Background: an optimization exercise with open tools, aiming at small area, a short achievable clock period and few clock cycles per item. Do not read the settings as production practice. Where RTL was checked, it was by simulation tests only, not by an equivalence proof against the original. Power and IR drop assume default switching activity.

lane 1:
Design muldiv_seq, start of the top module:
module muldiv_seq #(
    parameter int XLEN        = muldiv_pkg::XLEN_DEFAULT,
    parameter int MUL_LATENCY = 1
) (
    input  logic            clk,
    input  logic            rst,
    input  logic            start,
    input  logic [2:0]      op,
    input  logic [XLEN-1:0] rs1,
    input  logic [XLEN-1:0] rs2,
    input  logic            flush,
    output logic            ready,
    output logic            busy,
    output logic            done,
    output logic [XLEN-1:0] result
);
==> flow/config.mk <==
export PLATFORM = sky130hd
export DESIGN_NAME = muldiv_seq
export DESIGN_NICKNAME = muldiv_seq
export VERILOG_FILES = /design/flow/design.v
export SDC_FILE = /design/flow/constraint.sdc
export NUM_CORES = 4
export LEC_CHECK = 0
export CAP_MARGIN = 20
export CORE_MARGIN = 2
export CORE_UTILIZATION = 40
export SLEW_MARGIN = 20
==> flow/constraint.sdc <==
create_clock -name core_clock -period 12.0 [get_ports {clk}]
set_input_delay 2.4000 -clock core_clock [delete_from_list [all_inputs] [get_ports {clk}]]
set_output_delay 2.4000 -clock core_clock [all_outputs]
set_load 0.01 [all_outputs]
standard.sh (not shown) runs the stock make flow with config.mk's settings and CLKGATE_MAP_FILE= SYNTH_SCRIPT=/design/flow/synth_recipe.tcl, a recipe that flattens the netlist after the stock synthesis.
==> flow/flow/run.sh <==
#!/bin/bash
set -euo pipefail
bash standard.sh SETUP_SLACK_MARGIN=7.5 CAP_MARGIN=5 SLEW_MARGIN=5 "CTS_BUF_LIST=sky130_fd_sc_hd__clkbuf_4 sky130_fd_sc_hd__clkbuf_8" "BUFFER_PORTS_ARGS=-buffer_cell sky130_fd_sc_hd__buf_2" finish > flow_standard.log 2>&1
Lane 1 | status: complete | timing, DRC, antenna: pass
Testbench counts of lane 1, summed over its fixed seeds: cycles 39,849, ops 4,000.
Changes in lane 2 relative to lane 1:
==> flow/flow/run.sh <==
#!/bin/bash
set -euo pipefail
bash standard.sh SETUP_SLACK_MARGIN=7.5 PLACE_DENSITY=0.75 "CTS_BUF_LIST=sky130_fd_sc_hd__clkbuf_4 sky130_fd_sc_hd__clkbuf_8" "BUFFER_PORTS_ARGS=-buffer_cell sky130_fd_sc_hd__buf_2" finish > flow_standard.log 2>&1
Results
Area: lane 2 vs lane 1 -> lane 2 smaller
Re initial antenna violation count: lane 1 and lane 2 aren't equal, and the lower value belongs to lane 2.
Lane 2 vs lane 1, growth of design area from synthesis to finish went down by 0.34 points.
Taking lane 1 as the reference, in lane 2 worst reg-to-reg setup slack increased 0.07 ns; multi-input gate share of total cell area essentially unchanged; post-cts gate resize count increased 2; period utilization decreased 0.57 points; instance count on the critical path increased 3.
Edits applied to the flow inputs when going from lane 2 to lane 3:
==> flow/flow/run.sh <==
#!/bin/bash
set -euo pipefail
bash standard.sh SETUP_SLACK_MARGIN=8 "CTS_BUF_LIST=sky130_fd_sc_hd__clkbuf_4 sky130_fd_sc_hd__clkbuf_8" "BUFFER_PORTS_ARGS=-buffer_cell sky130_fd_sc_hd__buf_2" finish > flow_standard.log 2>&1
==> comparison <==
Power share of the combinational group: lane 3 vs lane 2 up 2.9 points. Run comparison: lane 3 cell with the largest stage delay on the worst path sky130_fd_sc_hd__edfxtp_1; lane 2 cell with the largest stage delay on the worst path sky130_fd_sc_hd__a222oi_1. Compare lane 3 and lane 2 | relative max-transition margin higher: lane 3. Net switching power figure deteriorates in lane 3 relative to lane 2. Comparing lane 3 with lane 2, the number of instances in the placed design came out essentially unchanged. Diff lane 3 and lane 2: post-layout instance count excluding filler cells lower in lane 2. Part of the total power dissipated in sequential elements (lane 3 over lane 2): decrease, 2.7 points.

========
muldiv_seq, a different RTL version from the one above (not shown whole).
For scale: roughly 2,000 cells after synthesis, ~110 I/O pins, ~15,000 um^2 of cells after synthesis.
==> flow/config.mk <==
export PLATFORM = sky130hd
export DESIGN_NAME = muldiv_seq
export DESIGN_NICKNAME = muldiv_seq
export VERILOG_FILES = /design/flow/design.v
export SDC_FILE = /design/flow/constraint.sdc
export NUM_CORES = 4
export LEC_CHECK = 0
export CAP_MARGIN = 20
export CORE_MARGIN = 2
export CORE_UTILIZATION = 40
export SLEW_MARGIN = 20
==> flow/constraint.sdc <==
create_clock -name core_clock -period 12.0 [get_ports {clk}]
set_input_delay 2.4000 -clock core_clock [delete_from_list [all_inputs] [get_ports {clk}]]
set_output_delay 2.4000 -clock core_clock [all_outputs]
set_load 0.01 [all_outputs]
==> flow/flow/run.sh <==
#!/bin/bash
set -euo pipefail
bash standard.sh SETUP_SLACK_MARGIN=8 finish > flow_standard.log 2>&1
The starting point completed without violations.
Testbench counts at the start, summed over its fixed seeds: cycles 40,746, ops 4,000.
Next try:
==> flow/run.sh (new file) <==
#!/bin/bash
# synth_recipe.tcl (not shown) runs the flow's synth.tcl, then flattens the netlist and writes it again
# the make line also repeats each setting of config.mk as NAME=value (left out here)
make -C /OpenROAD-flow-scripts/flow DESIGN_CONFIG=/design/flow/config.mk WORK_HOME=/design/flow/orfs CLKGATE_MAP_FILE= SYNTH_SCRIPT=/design/flow/synth_recipe.tcl finish
- ABC_CLOCK_PERIOD_IN_PS: unset -> 3000
removed: flow/flow/run.sh
removed: flow/standard.sh
Outcome: Utilization drops by 16 points. Global-route usage shrinks by 5.8 points. Die area is unchanged. Sequential power rose by about 10%.
Next try:
- ABC_CLOCK_PERIOD_IN_PS: 3000 -> unset
After rerunning:
- The changed run finished clean
- worst setup slack stays the same
- global-route usage is unchanged
- power is unchanged
- sequential share of layout area is unchanged
- critical path depth does not change
- wire length stays the same
- final area does not change

========
muldiv_seq with an RTL version that a note above also has.
Size in the first run: ~130 flip-flops, ~110 I/O pins, about 14000 µm² of cells after synthesis.
clock: 12.0 ns
lec_check: 0
cap_margin: 20
core_margin: 2
core_utilization: 40
slew_margin: 20
==> flow/flow/run.sh <==
#!/bin/bash
set -euo pipefail
bash standard.sh SETUP_SLACK_MARGIN=8 PLACE_DENSITY=0.75 "CTS_BUF_LIST=sky130_fd_sc_hd__clkbuf_4 sky130_fd_sc_hd__clkbuf_8" "BUFFER_PORTS_ARGS=-buffer_cell sky130_fd_sc_hd__buf_2" finish > flow_standard.log 2>&1
Testbench counts at the start, summed over its fixed seeds: cycles 39,849, ops 4,000.
Edit:
==> flow/flow/run.sh (replaced) <==
#!/bin/bash
set -euo pipefail
bash standard.sh SETUP_SLACK_MARGIN=7.5 "CTS_BUF_LIST=sky130_fd_sc_hd__clkbuf_4 sky130_fd_sc_hd__clkbuf_8" "BUFFER_PORTS_ARGS=-buffer_cell sky130_fd_sc_hd__buf_2" finish > flow_standard.log 2>&1
Outcome: Hold slack is about the same. Clock skew went down by 0.0078 ns. Synthesized cell count stays the same. Sequential cell count stays the same. Non-clock buffer count went down by 26.

========
## violet
Another version of the RTL of muldiv_seq (not shown whole).
Size in the first run: about 1900 cells after synthesis, about 110 I/O pins, ~0.015 mm² of cells after synthesis.
clock: 12.0 ns
lec_check: 0
cap_margin: 20
core_margin: 2
core_utilization: 40
slew_margin: 20
run.sh (not shown) runs the stock make flow with config.mk's settings and CLKGATE_MAP_FILE= SYNTH_SCRIPT=/design/flow/synth_recipe.tcl, a recipe that flattens the netlist after the stock synthesis.
Stock flow here: none of the scripts above is used.
Here is what was changed in the inputs of willow compared with violet.
==> flow/flow/run.sh (new file) <==
#!/bin/bash
set -euo pipefail
bash standard.sh SETUP_SLACK_MARGIN=7 finish > flow_standard.log 2>&1
==> flow/standard.sh (new file) <==
#!/bin/bash
# synth_recipe.tcl (not shown) runs the flow's synth.tcl, then flattens the netlist and writes it again
# the make line also repeats each setting of config.mk as NAME=value (left out here)
make -C /OpenROAD-flow-scripts/flow DESIGN_CONFIG=/design/flow/config.mk WORK_HOME=/design/flow/orfs CLKGATE_MAP_FILE= SYNTH_SCRIPT=/design/flow/synth_recipe.tcl "${@:-finish}"
removed: flow/run.sh
--- outcome ---
From violet to willow the numbers moved as follows: net load switching power did not really move, final cell area excluding filler cells increased about 0.7%, routed wire length level, total half-perimeter wirelength after legalization and detailed placement about even. The overall routing resource usage of violet and that of willow are within noise of each other. Between willow and violet, the worst slack on hold paths figures differ only marginally. Between violet and willow, the global routing met1 resource utilization does not differ in any meaningful way. On clock power, violet and willow are neck and neck. Going from violet to willow, count of cell instances traversed by the critical path rose by 1, final routed DRC violation total stayed essentially flat, final critical delay including setup and external delays fell by 0.20 ns.
No functional check of the RTL was part of any run of this note.

========
Setup of the previous run:
muldiv_seq, a different RTL version from the one above (not shown whole).
Size in the first run: ~1,800 cells after synthesis, about 110 I/O pins.
export LEC_CHECK = 0
export CAP_MARGIN = 20
export CORE_MARGIN = 2
export CORE_UTILIZATION = 40
export SLEW_MARGIN = 20
create_clock -name core_clock -period 12.0 [get_ports {clk}]
standard.sh (not shown) runs the stock make flow with config.mk's settings and CLKGATE_MAP_FILE= SYNTH_SCRIPT=/design/flow/synth_recipe.tcl, a recipe that flattens the netlist after the stock synthesis.
==> flow/flow/run.sh <==
#!/bin/bash
set -euo pipefail
bash standard.sh SETUP_SLACK_MARGIN=7.5 "BUFFER_PORTS_ARGS=-buffer_cell sky130_fd_sc_hd__buf_2" finish > flow_standard.log 2>&1
Testbench counts of the previous run, summed over its fixed seeds: cycles 40,027, ops 4,000.
#### Input delta (the current run over the previous run)
==> flow/flow/run.sh <==
#!/bin/bash
set -euo pipefail
bash standard.sh SETUP_SLACK_MARGIN=7.5 finish > flow_standard.log 2>&1
Notes after the runs:
The previous run was routed with fewer vias than the current run. When the current run is set beside the previous run, its clock period minus final worst setup slack turns out to be 0.028 ns larger. Combinational share of power: the current run vs the previous run down 1.0 points.

========
run a:
muldiv_seq, a different RTL version from the one above (not shown whole).
For scale: roughly 1800 cells after synthesis, roughly 130 flip-flops.
clock: 12.0 ns
lec_check: 0
cap_margin: 20
core_margin: 2
core_utilization: 40
slew_margin: 20
run.sh (not shown) runs the stock make flow with config.mk's settings and CLKGATE_MAP_FILE= SYNTH_SCRIPT=/design/flow/synth_recipe.tcl, a recipe that flattens the netlist after the stock synthesis.
Stock flow here: none of the scripts above is used.
Testbench counts of run a, summed over its fixed seeds: cycles 40,027, ops 4,000.
Setup changes, run a to run b
==> flow/flow/run.sh (new file) <==
#!/bin/bash
set -euo pipefail
bash standard.sh SETUP_SLACK_MARGIN=7.5 finish > flow_standard.log 2>&1
==> flow/standard.sh (new file) <==
#!/bin/bash
# synth_recipe.tcl (not shown) runs the flow's synth.tcl, then flattens the netlist and writes it again
# the make line also repeats each setting of config.mk as NAME=value (left out here)
make -C /OpenROAD-flow-scripts/flow DESIGN_CONFIG=/design/flow/config.mk WORK_HOME=/design/flow/orfs CLKGATE_MAP_FILE= SYNTH_SCRIPT=/design/flow/synth_recipe.tcl "${@:-finish}"
removed: flow/run.sh
Notes after the runs:
Run b ended with more met3 wire length than run a.
Run a → run b: final standard cell area without fillers higher, flip-flop and latch count closely matched the old numbers, overall global routing resource usage up 0.32 points, post-layout net count went up by 11, first-pass GRT wire length went up by 0.95%.
Re sequential share of layout area: run b and run a aren't equal, and the higher value belongs to run a.

==> re-timing with driven ports <==
The flow's constraints put no driver on any port. The routed layouts listed below were extracted and timed again, unchanged, in two steps.
Step 1: set_driving_cell puts a clkbuf_16 on clk and a buf_2 on each other input, an assumption about the parent block.
Step 2 moves the port delays by t, midway between the first and last clock arrival at a register: inputs arrive t later, outputs are due t later. That takes back most of the time a late clock gives input paths.
Three values: no drivers, after step 1, after step 2; two values: the first two.
run | shift t [ns] | setup slack, ns | latest minus earliest clock arrival (ns)
lane 1 | 0.536 | 7.530 / 7.530 / 7.309 | 0.015 / 0.015
lane 2 | 0.533 | 7.599 / 7.599 / 7.283 | 0.022 / 0.022
lane 3 | 0.528 | 7.811 / 7.811 / 7.580 | 0.025 / 0.025
the first run of note 2 | 0.510 | 6.646 / 6.646 / 6.646 | 0.011 / 0.011
the second run of note 2 | 0.499 | 4.849 / 4.849 / 4.849 | 0.016 / 0.016
the third run of note 2 | 0.499 | 4.849 / 4.849 / 4.849 | 0.016 / 0.016
the first run of note 3 | 0.524 | 7.806 / 7.806 / 7.597 | 0.023 / 0.022
the second run of note 3 | 0.536 | 7.530 / 7.530 / 7.309 | 0.015 / 0.015
violet | 0.498 | 6.807 / 6.838 / 6.340 | 0.018 / 0.018
willow | 0.498 | 7.005 / 7.035 / 6.537 | 0.021 / 0.021
the previous run | 0.495 | 7.604 / 7.604 / 7.287 | 0.013 / 0.013
the current run | 0.499 | 7.576 / 7.577 / 7.103 | 0.011 / 0.011
run a | 0.492 | 6.410 / 6.433 / 5.941 | 0.014 / 0.014
run b | 0.495 | 7.535 / 7.535 / 7.073 | 0.012 / 0.012
After both steps setup and hold are still met in every run listed. For the current run, which loses most, drivers alone change the setup slack by +0.001 ns; drivers and shift together by -0.473 ns.
